This is an optimization exercise on Yosys and OpenROAD, whose aim is a short achievable clock period and few clock cycles, not a production implementation.
Only simulation tests tie the RTL to the original design; equivalence was not proved.
Power and IR drop assume default switching activity.

Setup of zinc:
==> flow/design.v <==
module cache #(
    parameter int INDEX_BITS = 5
) (
    input  logic        clk,
    input  logic        rst,
    input  logic        cpu_req,
    input  logic        cpu_we,
    input  logic [31:0] cpu_addr,
    input  logic [31:0] cpu_wdata,
    output logic [31:0] cpu_rdata,
    output logic        cpu_ready,
    output logic        mem_req,
    output logic        mem_we,
    output logic [31:0] mem_addr,
    output logic [31:0] mem_wdata,
    input  logic [31:0] mem_rdata,
    input  logic        mem_ready
);
    localparam int LINES    = 1 << INDEX_BITS;
    localparam int TAG_BITS = 28 - INDEX_BITS;
    logic                  idle_q;       
    logic                  hitdone_q;    
    logic                  rf_q;         
    logic                  rlast_q;      
    logic [1:0]            off_q;        
    logic                  hitdone_o_q, rf_o_q, rlast_o_q;
    logic                  norf_o_q;     
    logic [1:0]            beat_o_q;     
    logic [LINES-1:0]      valid_q;
    logic [TAG_BITS-1:0]   tag_q  [LINES];
    logic [31:0]           data_q [LINES][4];
    logic [LINES-1:0]      idx_oh_q;     
    logic [31:0]           rdo_q;        
    logic [LINES-1:0]      pend_line_q;  
    logic [3:0]            pend_wo_q;    
    logic [31:0]           pend_data_q;
    logic [TAG_BITS-1:0]   addr_tag;
    logic [INDEX_BITS-1:0] addr_index;
    logic [1:0]            addr_word;
    logic                  unused_addr_bits;
    assign addr_tag         = cpu_addr[31:4+INDEX_BITS];
    assign addr_index       = cpu_addr[3+INDEX_BITS:4];
    assign addr_word        = cpu_addr[3:2];
    assign unused_addr_bits = ^cpu_addr[1:0];
    logic hit, rd_start, xfer, conflict;
    logic [LINES-1:0] line_oh, match;
    logic [3:0]       word_oh;
    always_comb begin
        for (int i = 0; i < LINES; i++) begin
            line_oh[i] = addr_index == INDEX_BITS'(i);
            match[i]   = valid_q[i] && (tag_q[i] == addr_tag);
        end
        for (int w = 0; w < 4; w++) word_oh[w] = addr_word == 2'(w);
    end
    assign hit = |(line_oh & match);
    logic [4*LINES-1:0] sel;
    logic [31:0]        lvl1 [2*LINES];
    logic [31:0]        lvl2 [LINES/2];
    logic [31:0]        lvl3 [LINES/4];
    logic [31:0]        lvl4 [LINES/8];
    logic [31:0]        lvl5 [LINES/16];
    logic [31:0]        arr_word;
    cache_word_dec #(.INDEX_BITS(INDEX_BITS)) u_dec (
        .index(addr_index), .word(addr_word), .sel(sel)
    );
    for (genvar k = 0; k < 2 * LINES; k++) begin : g_l1
        cache_ao22n u_ao (
            .a0(data_q[(2*k)/4][(2*k)%4]), .s0(sel[2*k]),
            .a1(data_q[(2*k+1)/4][(2*k+1)%4]), .s1(sel[2*k+1]),
            .y(lvl1[k])
        );
    end
    for (genvar k = 0; k < LINES / 2; k++) begin : g_l2
        cache_nand4 u_nd (
            .a(lvl1[4*k]), .b(lvl1[4*k+1]), .c(lvl1[4*k+2]), .d(lvl1[4*k+3]), .y(lvl2[k])
        );
    end
    for (genvar k = 0; k < LINES / 4; k++) begin : g_l3
        cache_nor2 u_nr (.a(lvl2[2*k]), .b(lvl2[2*k+1]), .y(lvl3[k]));
    end
    for (genvar k = 0; k < LINES / 8; k++) begin : g_l4
        cache_nand2 u_nd (.a(lvl3[2*k]), .b(lvl3[2*k+1]), .y(lvl4[k]));
    end
    for (genvar k = 0; k < LINES / 16; k++) begin : g_l5
        cache_nor2 u_nr (.a(lvl4[2*k]), .b(lvl4[2*k+1]), .y(lvl5[k]));
    end
    cache_nand2 u_l6 (.a(lvl5[0]), .b(lvl5[1]), .y(arr_word));
    assign conflict = (|(pend_line_q & line_oh)) && (|(pend_wo_q & word_oh));
    assign rd_start = idle_q & cpu_req & ~cpu_we & ~conflict;
    assign mem_req   = rf_o_q | (cpu_req & cpu_we);
    assign mem_we    = cpu_we;
    assign mem_addr  = {cpu_addr[31:4], (addr_word & {2{norf_o_q}}) | beat_o_q, 2'b00};
    assign mem_wdata = cpu_wdata;
    assign cpu_ready = hitdone_o_q | (mem_ready & (rlast_o_q | cpu_we));
    assign cpu_rdata = rdo_q;
    assign xfer = mem_req & mem_ready;
    logic       idle_d, hitdone_d, rf_d, rlast_d;
    logic [1:0] off_d;
    assign idle_d    = (idle_q & ~rd_start) | hitdone_q | (rlast_q & mem_ready);
    assign hitdone_d = rd_start & hit;
    assign rf_d      = (rd_start & ~hit) | (rf_q & ~(rlast_q & mem_ready));
    assign off_d     = (rf_q & mem_ready) ? {off_q[0], ~off_q[1]} : off_q;
    assign rlast_d   = (rf_q & mem_ready) ? (off_q == 2'd3) : rlast_q;
    always_ff @(posedge clk) begin
        hitdone_o_q <= ~rst & hitdone_d;
        rf_o_q      <= ~rst & rf_d;
        rlast_o_q   <= ~rst & rlast_d;
        norf_o_q    <= rst | ~rf_d;
        beat_o_q    <= (rst | ~rf_d) ? 2'd0 : addr_word ^ off_d;
    end
    always_ff @(posedge clk or posedge rst) begin
        if (rst) begin
            idle_q    <= 1'b1;
            hitdone_q <= 1'b0;
            rf_q      <= 1'b0;
            rlast_q   <= 1'b0;
            off_q     <= 2'd0;
            valid_q   <= '0;
            pend_line_q <= '0;
        end else begin
            idle_q    <= idle_d;
            hitdone_q <= hitdone_d;
            rf_q      <= rf_d;
            off_q     <= off_d;
            rlast_q   <= rlast_d;
            pend_line_q <= line_oh & {LINES{xfer & (rf_q | hit)}};
            for (int i = 0; i < LINES; i++)
                if (rf_q && idx_oh_q[i]) valid_q[i] <= rlast_q & mem_ready;
        end
    end
    always_ff @(posedge clk) begin
        idx_oh_q <= LINES'(1) << addr_index;
        rdo_q <= arr_word;
        if (xfer) begin
            for (int w = 0; w < 4; w++) pend_wo_q[w] <= (addr_word ^ off_q) == 2'(w);
            pend_data_q <= cpu_we ? cpu_wdata : mem_rdata;
        end
        for (int i = 0; i < LINES; i++) begin
            if (rf_q && idx_oh_q[i]) tag_q[i] <= addr_tag;
            for (int w = 0; w < 4; w++)
                if (pend_line_q[i] && pend_wo_q[w])
                    data_q[i][w] <= pend_data_q;
        end
    end
endmodule
module cache_word_dec #(
    parameter int INDEX_BITS = 5
) (
    input  logic [INDEX_BITS-1:0]          index,
    input  logic [1:0]                     word,
    output logic [4*(1<<INDEX_BITS)-1:0]   sel
);
    localparam int HI = INDEX_BITS - 2;
    logic [(1<<HI)-1:0] hi_n;
    logic [15:0]        lo_n;
    cache_predec_n #(.BITS(HI)) u_hi (.a(index[INDEX_BITS-1:2]), .y_n(hi_n));
    cache_predec_n #(.BITS(4))  u_lo (.a({index[1:0], word}), .y_n(lo_n));
    cache_sel_nor  #(.HI(HI))   u_sel (.hi_n(hi_n), .lo_n(lo_n), .sel(sel));
endmodule
module cache_predec_n #(
    parameter int BITS = 3
) (
    input  logic [BITS-1:0]       a,
    output logic [(1<<BITS)-1:0]  y_n
);
    always_comb
        for (int k = 0; k < (1 << BITS); k++)
            y_n[k] = a != BITS'(k);
endmodule
module cache_sel_nor #(
    parameter int HI = 3
) (
    input  logic [(1<<HI)-1:0]     hi_n,
    input  logic [15:0]            lo_n,
    output logic [16*(1<<HI)-1:0]  sel
);
    always_comb
        for (int k = 0; k < 16 * (1 << HI); k++)
            sel[k] = ~(hi_n[k / 16] | lo_n[k % 16]);
endmodule
module cache_ao22n (
    input  logic [31:0] a0,
    input  logic        s0,
    input  logic [31:0] a1,
    input  logic        s1,
    output logic [31:0] y
);
    assign y = ~((a0 & {32{s0}}) | (a1 & {32{s1}}));
endmodule
module cache_nand4 (
    input  logic [31:0] a, b, c, d,
    output logic [31:0] y
);
    assign y = ~(a & b & c & d);
endmodule
module cache_nor2 (
    input  logic [31:0] a, b,
    output logic [31:0] y
);
    assign y = ~(a | b);
endmodule
module cache_nand2 (
    input  logic [31:0] a, b,
    output logic [31:0] y
);
    assign y = ~(a & b);
endmodule
export LEC_CHECK = 0
export ABC_CLOCK_PERIOD_IN_PS = 3000
export CAP_MARGIN = 20
export CORE_MARGIN = 2
export CORE_UTILIZATION = 50
export SETUP_SLACK_MARGIN = 4.3
export SLEW_MARGIN = 20
export SYNTH_HIERARCHICAL = 1
export SYNTH_MINIMUM_KEEP_SIZE = 0
export TNS_END_PERCENT = 100
create_clock -name core_clock -period 7.0 [get_ports {clk}]
standard.sh (not shown) runs the stock make flow with config.mk's settings and CLKGATE_MAP_FILE= SYNTH_SCRIPT=/design/flow/synth_recipe.tcl, a recipe that flattens the netlist after the stock synthesis.
==> flow/flow/run.sh <==
#!/bin/bash
# Own layout flow: the standard ORFS flow (standard.sh, unchanged synthesis,
# floorplan, power grid, placement, CTS and routing), with one addition: the
# control ports and the word-select address bits are pinned side by side
# (flow/io.tcl), so the short input-to-output paths between them stay short.
set -uo pipefail
if bash standard.sh IO_CONSTRAINTS="$PWD/flow/io.tcl" finish > flow_pinned.log 2>&1; then
  exit 0
fi
# place_pins can fail to fit a pin group; then lay out without the pin groups.
rm -rf orfs
rm -f out/final.def
bash standard.sh finish > flow_plain.log 2>&1
==> flow/flow/io.tcl <==
# Pin groups: ports joined by a short input-to-output path sit side by side.
set_io_pin_constraint -group -order -pin_names {cpu_req mem_req cpu_we mem_we mem_ready cpu_ready}
set_io_pin_constraint -group -order -pin_names {cpu_addr[2] mem_addr[2]}
set_io_pin_constraint -group -order -pin_names {cpu_addr[3] mem_addr[3]}
Testbench counts of zinc, summed over its fixed seeds: cycles 108,744.
Input-level comparison between pepper and zinc:
--- a/flow/design.v
+++ b/flow/design.v
@@ -21,14 +21,13 @@
     logic                  idle_q;       
     logic                  hitdone_q;    
     logic                  rf_q;         
     logic                  rlast_q;      
     logic [1:0]            off_q;        
     logic                  hitdone_o_q, rf_o_q, rlast_o_q;
-    logic                  norf_o_q;     
-    logic [1:0]            beat_o_q;     
+    logic [1:0]            off_o_q;
     logic [LINES-1:0]      valid_q;
     logic [TAG_BITS-1:0]   tag_q  [LINES];
     logic [31:0]           data_q [LINES][4];
     logic [LINES-1:0]      idx_oh_q;     
     logic [31:0]           rdo_q;        
     logic [LINES-1:0]      pend_line_q;  
@@ -86,13 +85,13 @@
     end
     cache_nand2 u_l6 (.a(lvl5[0]), .b(lvl5[1]), .y(arr_word));
     assign conflict = (|(pend_line_q & line_oh)) && (|(pend_wo_q & word_oh));
     assign rd_start = idle_q & cpu_req & ~cpu_we & ~conflict;
     assign mem_req   = rf_o_q | (cpu_req & cpu_we);
     assign mem_we    = cpu_we;
-    assign mem_addr  = {cpu_addr[31:4], (addr_word & {2{norf_o_q}}) | beat_o_q, 2'b00};
+    assign mem_addr  = {cpu_addr[31:4], addr_word ^ off_o_q, 2'b00};
     assign mem_wdata = cpu_wdata;
     assign cpu_ready = hitdone_o_q | (mem_ready & (rlast_o_q | cpu_we));
     assign cpu_rdata = rdo_q;
     assign xfer = mem_req & mem_ready;
     logic       idle_d, hitdone_d, rf_d, rlast_d;
     logic [1:0] off_d;
@@ -102,14 +101,13 @@
     assign off_d     = (rf_q & mem_ready) ? {off_q[0], ~off_q[1]} : off_q;
     assign rlast_d   = (rf_q & mem_ready) ? (off_q == 2'd3) : rlast_q;
     always_ff @(posedge clk) begin
         hitdone_o_q <= ~rst & hitdone_d;
         rf_o_q      <= ~rst & rf_d;
         rlast_o_q   <= ~rst & rlast_d;
-        norf_o_q    <= rst | ~rf_d;
-        beat_o_q    <= (rst | ~rf_d) ? 2'd0 : addr_word ^ off_d;
+        off_o_q     <= rst ? 2'd0 : off_d;
     end
     always_ff @(posedge clk or posedge rst) begin
         if (rst) begin
             idle_q    <= 1'b1;
             hitdone_q <= 1'b0;
             rf_q      <= 1'b0;
--- outcome ---
Fmax | pepper vs zinc | pepper faster
Summary of pepper over zinc: final core utilization has decreased, routed wire length has increased, global-route usage has remained practically unchanged.
Library cell contributing the largest single delay on the critical path = xor2_4: pepper; library cell contributing the largest single delay on the critical path = buf_2: zinc
Final cell area: pepper below zinc
zinc → pepper: via count down 0.36%, highest fanout seen on the critical path down 2, initial cell density of the core flat, number of signal-net inverters in the final layout up 5, number of signal-net buffers in the layout down about 9%.
Compared pepper against zinc; final-layout fill cell count within noise.
pepper vs. zinc: share of the clock period used by the worst path moved down; clock network power share decreased by 2.3 points relative to the old numbers; area of the core held steady.
Testbench counts of pepper, summed over its fixed seeds: cycles 108,744.

## afterwards: timing with drivers on the ports
How much do the figures lean on ideal ports? The routed layouts below were timed once more, with nothing changed but the port constraints.
Step 1 assumes that a clkbuf_16 drives the clock port and a buf_2 every other input.
Step 2 adds t to the input delays and takes it off the output delays; t is the mean of the earliest and latest rising clock arrival at the registers after step 1. Input paths then give back, and output paths get back, about the clock's delay inside the block.
Slacks: ideal / step 1 / step 2; pairs: ideal / step 1.
| run | shift t [ns] | setup WS [ns] | clock arrival spread, ns | slew at the worst register clock pin (ns) | worst data-port slew with drivers (ns) |
|---|---|---|---|---|---|
| zinc | 1.150 | 3.485 / 3.443 / 2.556 | 0.058 / 0.058 | 0.06 / 0.06 | 0.37 |
| pepper | 1.135 | 3.646 / 3.484 / 2.540 | 0.055 / 0.055 | 0.07 / 0.07 | 0.36 |
After both steps setup and hold are still met in every run listed. The setup slack of pepper, which loses most, moves by -0.162 ns with the drivers and by -1.106 ns with both steps.
